Background: an optimization exercise with open tools, aiming at small area. Do not read the settings as production practice.
The RTL was checked by simulation tests, not by an equivalence proof against the original design.

==> v18: inputs <==
==> flow/design.v <==
module regfile_multiport #(
  parameter int DATA_W   = 32,
  parameter int ADDR_W   = 5,
  parameter int NUM_RD   = 2,
  parameter int NUM_WR   = 2,
  parameter int ZERO_REG = 1
) (
  input  logic                     clk,
  input  logic                     rst,
  input  logic [NUM_RD*ADDR_W-1:0] rd_addr,
  output logic [NUM_RD*DATA_W-1:0] rd_data,
  input  logic [NUM_WR-1:0]        wr_en,
  input  logic [NUM_WR*ADDR_W-1:0] wr_addr,
  input  logic [NUM_WR*DATA_W-1:0] wr_data,
  output logic                     ready,
  output logic                     wr_conflict
);
  localparam int DEPTH = 1 << ADDR_W;
  typedef enum logic {
    S_CLEAR = 1'b0,
    S_READY = 1'b1
  } state_t;
  state_t state, state_nxt;
  logic [ADDR_W-1:0] cnt;
  logic              clearing;
  logic              accepting;
  logic [ADDR_W-1:0] ra [NUM_RD];
  logic [ADDR_W-1:0] wa [NUM_WR];
  logic [DATA_W-1:0] wd [NUM_WR];
  logic [DATA_W-1:0] rd_next [NUM_RD];
  logic [NUM_WR-1:0] wr_live;
  logic              conflict_nxt;
  logic [DATA_W-1:0] mem [DEPTH];
  for (genvar p = 0; p < NUM_RD; p++) begin : g_rd_unpack
    assign ra[p] = rd_addr[p*ADDR_W +: ADDR_W];
  end
  for (genvar w = 0; w < NUM_WR; w++) begin : g_wr_unpack
    assign wa[w] = wr_addr[w*ADDR_W +: ADDR_W];
    assign wd[w] = wr_data[w*DATA_W +: DATA_W];
  end
  always_ff @(posedge clk) begin
    if (rst) begin
      state <= S_CLEAR;
    end else begin
      state <= state_nxt;
    end
  end
  always_comb begin
    state_nxt = state;
    unique case (state)
      S_CLEAR: if (cnt == ADDR_W'(DEPTH - 1)) state_nxt = S_READY;
      S_READY: state_nxt = S_READY;
      default: state_nxt = S_CLEAR;
    endcase
  end
  always_comb begin
    clearing  = 1'b0;
    accepting = 1'b0;
    ready     = 1'b0;
    unique case (state)
      S_CLEAR: clearing = 1'b1;
      S_READY: begin
        accepting = 1'b1;
        ready     = 1'b1;
      end
      default: clearing = 1'b1;
    endcase
  end
  always_ff @(posedge clk) begin
    if (rst) begin
      cnt <= '0;
    end else if (clearing) begin
      cnt <= cnt + 1'b1;
    end
  end
  always_comb begin
    for (int w = 0; w < NUM_WR; w++) begin
      wr_live[w] = accepting && wr_en[w] && !((ZERO_REG != 0) && (wa[w] == '0));
    end
  end
  always_comb begin
    conflict_nxt = 1'b0;
    for (int i = 0; i < NUM_WR; i++) begin
      for (int j = i + 1; j < NUM_WR; j++) begin
        if (accepting && wr_en[i] && wr_en[j] && (wa[i] == wa[j])) begin
          conflict_nxt = 1'b1;
        end
      end
    end
  end
  always_ff @(posedge clk) begin
    if (rst) begin
      wr_conflict <= 1'b0;
    end else begin
      wr_conflict <= conflict_nxt;
    end
  end
  always_ff @(posedge clk) begin
    if (!rst) begin
      if (clearing) begin
        mem[cnt] <= '0;
      end
      for (int w = 0; w < NUM_WR; w++) begin
        if (wr_live[w]) begin
          mem[wa[w]] <= wd[w];
        end
      end
    end
  end
  always_comb begin
    for (int p = 0; p < NUM_RD; p++) begin
      rd_next[p] = mem[ra[p]];
      for (int w = 0; w < NUM_WR; w++) begin
        if (wr_live[w] && (wa[w] == ra[p])) begin
          rd_next[p] = wd[w];
        end
      end
      if ((ZERO_REG != 0) && (ra[p] == '0)) begin
        rd_next[p] = '0;
      end
    end
  end
  always_ff @(posedge clk) begin
    if (rst || !accepting) begin
      rd_data <= '0;
    end else begin
      for (int p = 0; p < NUM_RD; p++) begin
        rd_data[p*DATA_W +: DATA_W] <= rd_next[p];
      end
    end
  end
endmodule
==> flow/run.sh <==
#!/bin/bash
# synth_recipe.tcl (not shown) runs the flow's synth.tcl, then flattens the netlist and writes it again
# the make line also repeats each setting of config.mk as NAME=value (left out here)
make -C /OpenROAD-flow-scripts/flow DESIGN_CONFIG=/design/flow/config.mk WORK_HOME=/design/flow/orfs CLKGATE_MAP_FILE= SYNTH_SCRIPT=/design/flow/synth_recipe.tcl finish
==> flow/config.mk <==
export PLATFORM = sky130hd
export DESIGN_NAME = regfile_multiport
export DESIGN_NICKNAME = regfile_multiport
export VERILOG_FILES = /design/flow/design.v
export SDC_FILE = /design/flow/constraint.sdc
export NUM_CORES = 4
export LEC_CHECK = 0
export CAP_MARGIN = 20
export CORE_MARGIN = 2
export CORE_UTILIZATION = 40
export SLEW_MARGIN = 20
==> flow/constraint.sdc <==
create_clock -name core_clock -period 5.0 [get_ports {clk}]
set_input_delay 1.0000 -clock core_clock [delete_from_list [all_inputs] [get_ports {clk}]]
set_output_delay 1.0000 -clock core_clock [all_outputs]
set_load 0.01 [all_outputs]
==> inputs of v21, as changes to v18 <==
==> flow/design.v, changed modules only <==
module regfile_multiport #(
  parameter int DATA_W   = 32,
  parameter int ADDR_W   = 5,
  parameter int NUM_RD   = 2,
  parameter int NUM_WR   = 2,
  parameter int ZERO_REG = 1
) (
  input  logic                     clk,
  input  logic                     rst,
  input  logic [NUM_RD*ADDR_W-1:0] rd_addr,
  output logic [NUM_RD*DATA_W-1:0] rd_data,
  input  logic [NUM_WR-1:0]        wr_en,
  input  logic [NUM_WR*ADDR_W-1:0] wr_addr,
  input  logic [NUM_WR*DATA_W-1:0] wr_data,
  output logic                     ready,
  output logic                     wr_conflict
);
  localparam int DEPTH = 1 << ADDR_W;
  localparam int FIRST = (ZERO_REG != 0) ? 1 : 0;
  logic [ADDR_W-1:0] cnt;
  logic              ready_q;
  logic              live;
  logic              ph;
  logic [ADDR_W-1:0] ra [NUM_RD];
  logic [ADDR_W-1:0] wa [NUM_WR];
  logic [DATA_W-1:0] wdx [NUM_WR];
  logic [NUM_WR-1:0] sel [DEPTH];
  logic              hold [DEPTH];
  logic [DATA_W-1:0] q [DEPTH];
  logic [ADDR_W-1:0] ra_q [NUM_RD];
  logic              rv_q;
  assign live  = ready_q & ~rst;
  assign ready = ready_q;
  for (genvar p = 0; p < NUM_RD; p++) begin : g_rd_unpack
    assign ra[p] = rd_addr[p*ADDR_W +: ADDR_W];
  end
  for (genvar w = 0; w < NUM_WR; w++) begin : g_wr_unpack
    assign wa[w]  = wr_addr[w*ADDR_W +: ADDR_W];
    assign wdx[w] = wr_data[w*DATA_W +: DATA_W] ^ {DATA_W{ph}};
  end
  always_ff @(posedge clk) begin
    if (rst) begin
      cnt     <= '0;
      ready_q <= 1'b0;
    end else if (!ready_q) begin
      cnt <= cnt + 1'b1;
      if (cnt == ADDR_W'(DEPTH - 1)) ready_q <= 1'b1;
    end
  end
  always_ff @(posedge clk) begin
    ph <= live ? ~ph : 1'b1;
  end
  logic conflict_nxt;
  always_comb begin
    conflict_nxt = 1'b0;
    for (int i = 0; i < NUM_WR; i++)
      for (int j = i + 1; j < NUM_WR; j++)
        if (wr_en[i] && wr_en[j] && (wa[i] == wa[j])) conflict_nxt = 1'b1;
  end
  always_ff @(posedge clk) begin
    wr_conflict <= live & conflict_nxt;
  end
  always_comb begin
    for (int i = 0; i < DEPTH; i++) begin
      logic taken;
      taken = 1'b0;
      for (int w = NUM_WR - 1; w >= 0; w--) begin
        sel[i][w] = live && wr_en[w] && (wa[w] == ADDR_W'(i)) && !taken && (i >= FIRST);
        taken     = taken | sel[i][w];
      end
      hold[i] = live && !taken;
    end
  end
  for (genvar i = FIRST; i < DEPTH; i++) begin : g_ent
    logic [DATA_W-1:0] nxt;
    always_comb begin
      nxt = {DATA_W{hold[i]}} & q[i];
      for (int w = 0; w < NUM_WR; w++) begin
        nxt = nxt | ({DATA_W{sel[i][w]}} & wdx[w]);
      end
    end
    always_ff @(posedge clk) begin
      q[i] <= ~nxt;
    end
  end
  always_ff @(posedge clk) begin
    rv_q <= live;
    for (int p = 0; p < NUM_RD; p++) ra_q[p] <= ra[p];
  end
  for (genvar p = 0; p < NUM_RD; p++) begin : g_rd
    logic [DATA_W-1:0] acc;
    logic              hit;
    always_comb begin
      acc = '0;
      hit = 1'b0;
      for (int i = FIRST; i < DEPTH; i++) begin
        acc = acc | ({DATA_W{rv_q && (ra_q[p] == ADDR_W'(i))}} & q[i]);
        hit = hit | (rv_q && (ra_q[p] == ADDR_W'(i)));
      end
    end
    assign rd_data[p*DATA_W +: DATA_W] = acc ^ {DATA_W{hit & ph}};
  end
endmodule
==> flow/flow/run.sh (new file) <==
#!/bin/bash
# Standard ORFS layout (the standard.sh, standard synthesis unchanged) with these
# changes passed as make variables:
#  - port buffers use sky130_fd_sc_hd__buf_1 instead of the default pick
#  - global routing keeps more of met1/met2 free (flow/fastroute.tcl)
# Full make/tool output goes to run.log in the work folder; ORFS's per-step logs stay
# under orfs/logs.
set -euo pipefail
bash standard.sh \
  "BUFFER_PORTS_ARGS=-buffer_cell sky130_fd_sc_hd__buf_1" \
  "FASTROUTE_TCL=$PWD/flow/fastroute.tcl" \
  finish > run.log 2>&1
==> flow/flow/fastroute.tcl (new file) <==
# Global routing layer setup: as the platform's fastroute.tcl, but with less of met1
# and met2 given to global routing so more of those layers stays free for pin access.
set_global_routing_layer_adjustment met1 0.5
set_global_routing_layer_adjustment met2 0.35
set_global_routing_layer_adjustment met3 0.2
set_global_routing_layer_adjustment met4 0.2
set_global_routing_layer_adjustment met5 0.2

set_routing_layers -clock $::env(MIN_CLK_ROUTING_LAYER)-$::env(MAX_ROUTING_LAYER)
set_routing_layers -signal $::env(MIN_ROUTING_LAYER)-$::env(MAX_ROUTING_LAYER)
==> flow/standard.sh (new file) <==
#!/bin/bash
# synth_recipe.tcl (not shown) runs the flow's synth.tcl, then flattens the netlist and writes it again
# the make line also repeats each setting of config.mk as NAME=value (left out here)
make -C /OpenROAD-flow-scripts/flow DESIGN_CONFIG=/design/flow/config.mk WORK_HOME=/design/flow/orfs CLKGATE_MAP_FILE= SYNTH_SCRIPT=/design/flow/synth_recipe.tcl "${@:-finish}"
Settings changed: CAP_MARGIN 20 to 10, SETUP_SLACK_MARGIN set to 0.3, SLEW_MARGIN 20 to 10.
removed: flow/run.sh
==> run_results.csv <==
group,metric,value,unit
status,status,"finished clean",
cells_and_area,clock_buffers,161,
routing,routed_wl,261,mm
grt,grt_pass1_vias,47700,
power_and_ir_drop,p_per_area,288,mW/mm^2
worst_setup_path,endpoint_kind,"flop",
routing,drt-initial-drc-count,8298,
worst_setup_path,required,5.37,ns
worst_setup_path,path_cells,"clkdlybuf4s50_1 > or4_1 > and2_1 > o32ai_1 > nand2_1 > o21bai_4 > buf_4",
grt,grt_antenna_before_repair,18,
synth,synthMuxAreaShare,0.177,
cells_and_area,final-nonclk-buf-share,0.0632,
synth,syn_nets,5724,
grt,met2_usage,0.478,
cells_and_area,sh_seq_area,0.458,
synth,synthSimpleGateAreaFrac,0.0918,
cells_and_area,clkCellAreaFrac,0.0512,
cells_and_area,final_cell_mix,"nand2_1, edfxtp_1, o21ai_0",
(the above is from v18)
==> run_results.csv <==
group,metric,value,unit
status,status,"finished clean",
cells_and_area,clkCellAreaFrac,0.0630,
cells_and_area,sh_seq_area,0.308,
cells_and_area,clock_buffers,172,
cells_and_area,final-nonclk-buf-share,0.0710,
worst_setup_path,endpoint_kind,"primary output",
worst_setup_path,cp_num_cells,10,
cells_and_area,final_cell_mix,"o21ai_0, a21oi_1, dfxtp_1",
grt,met2_usage,0.711,
synth,avgSynthCellArea,7.17,sq um
cells_and_area,fin_nets,7740,
synth,syn_nets,8036,
cells_and_area,areaGrowthSynthToFinish,15.8,%
floorplanning,initial_core_util,0.403,
synth,synthSimpleGateAreaFrac,0.218,
grt,grt_pass1_vias,64400,
routing,drt-initial-drc-count,6524,
routing,met1_length,123,mm
worst_setup_path,path_cells,"and4bb_2 > buf_6 > and2_4 > buf_6 > a22oi_1 > nand3_1 > nor4_4 > xor2_2 > buf_4 > buf_1",
(the above is from v21)

-- port drivers added, routing unchanged --
The results above use ideal ports. As a check the final layouts listed here were re-extracted and re-timed, cells and wires unchanged.
Step 1 assumes that a clkbuf_16 drives the clock port and a buf_2 every other input.
Step 2 adds t to the input delays and takes it off the output delays; t is the mean of the earliest and latest rising clock arrival at the registers after step 1. Input paths then give back, and output paths get back, about the clock's delay inside the block.
Three values: ideal ports, drivers, drivers and shift; two values: the first two.
run | t, ns | slack for setup (ns) | worst register clock-pin slew, ns | worst slew at a driven data input, ns
v18 | 0.832 | 1.167 / 1.227 / 0.395 | 0.07 / 0.07 | 0.15
v21 | 0.865 | 0.150 / 0.059 / 0.924 | 0.07 / 0.07 | 0.14
After both steps setup and hold are still met in every run listed. The setup slack of v18, which loses most, moves by +0.060 ns with the drivers and by -0.772 ns with both steps.
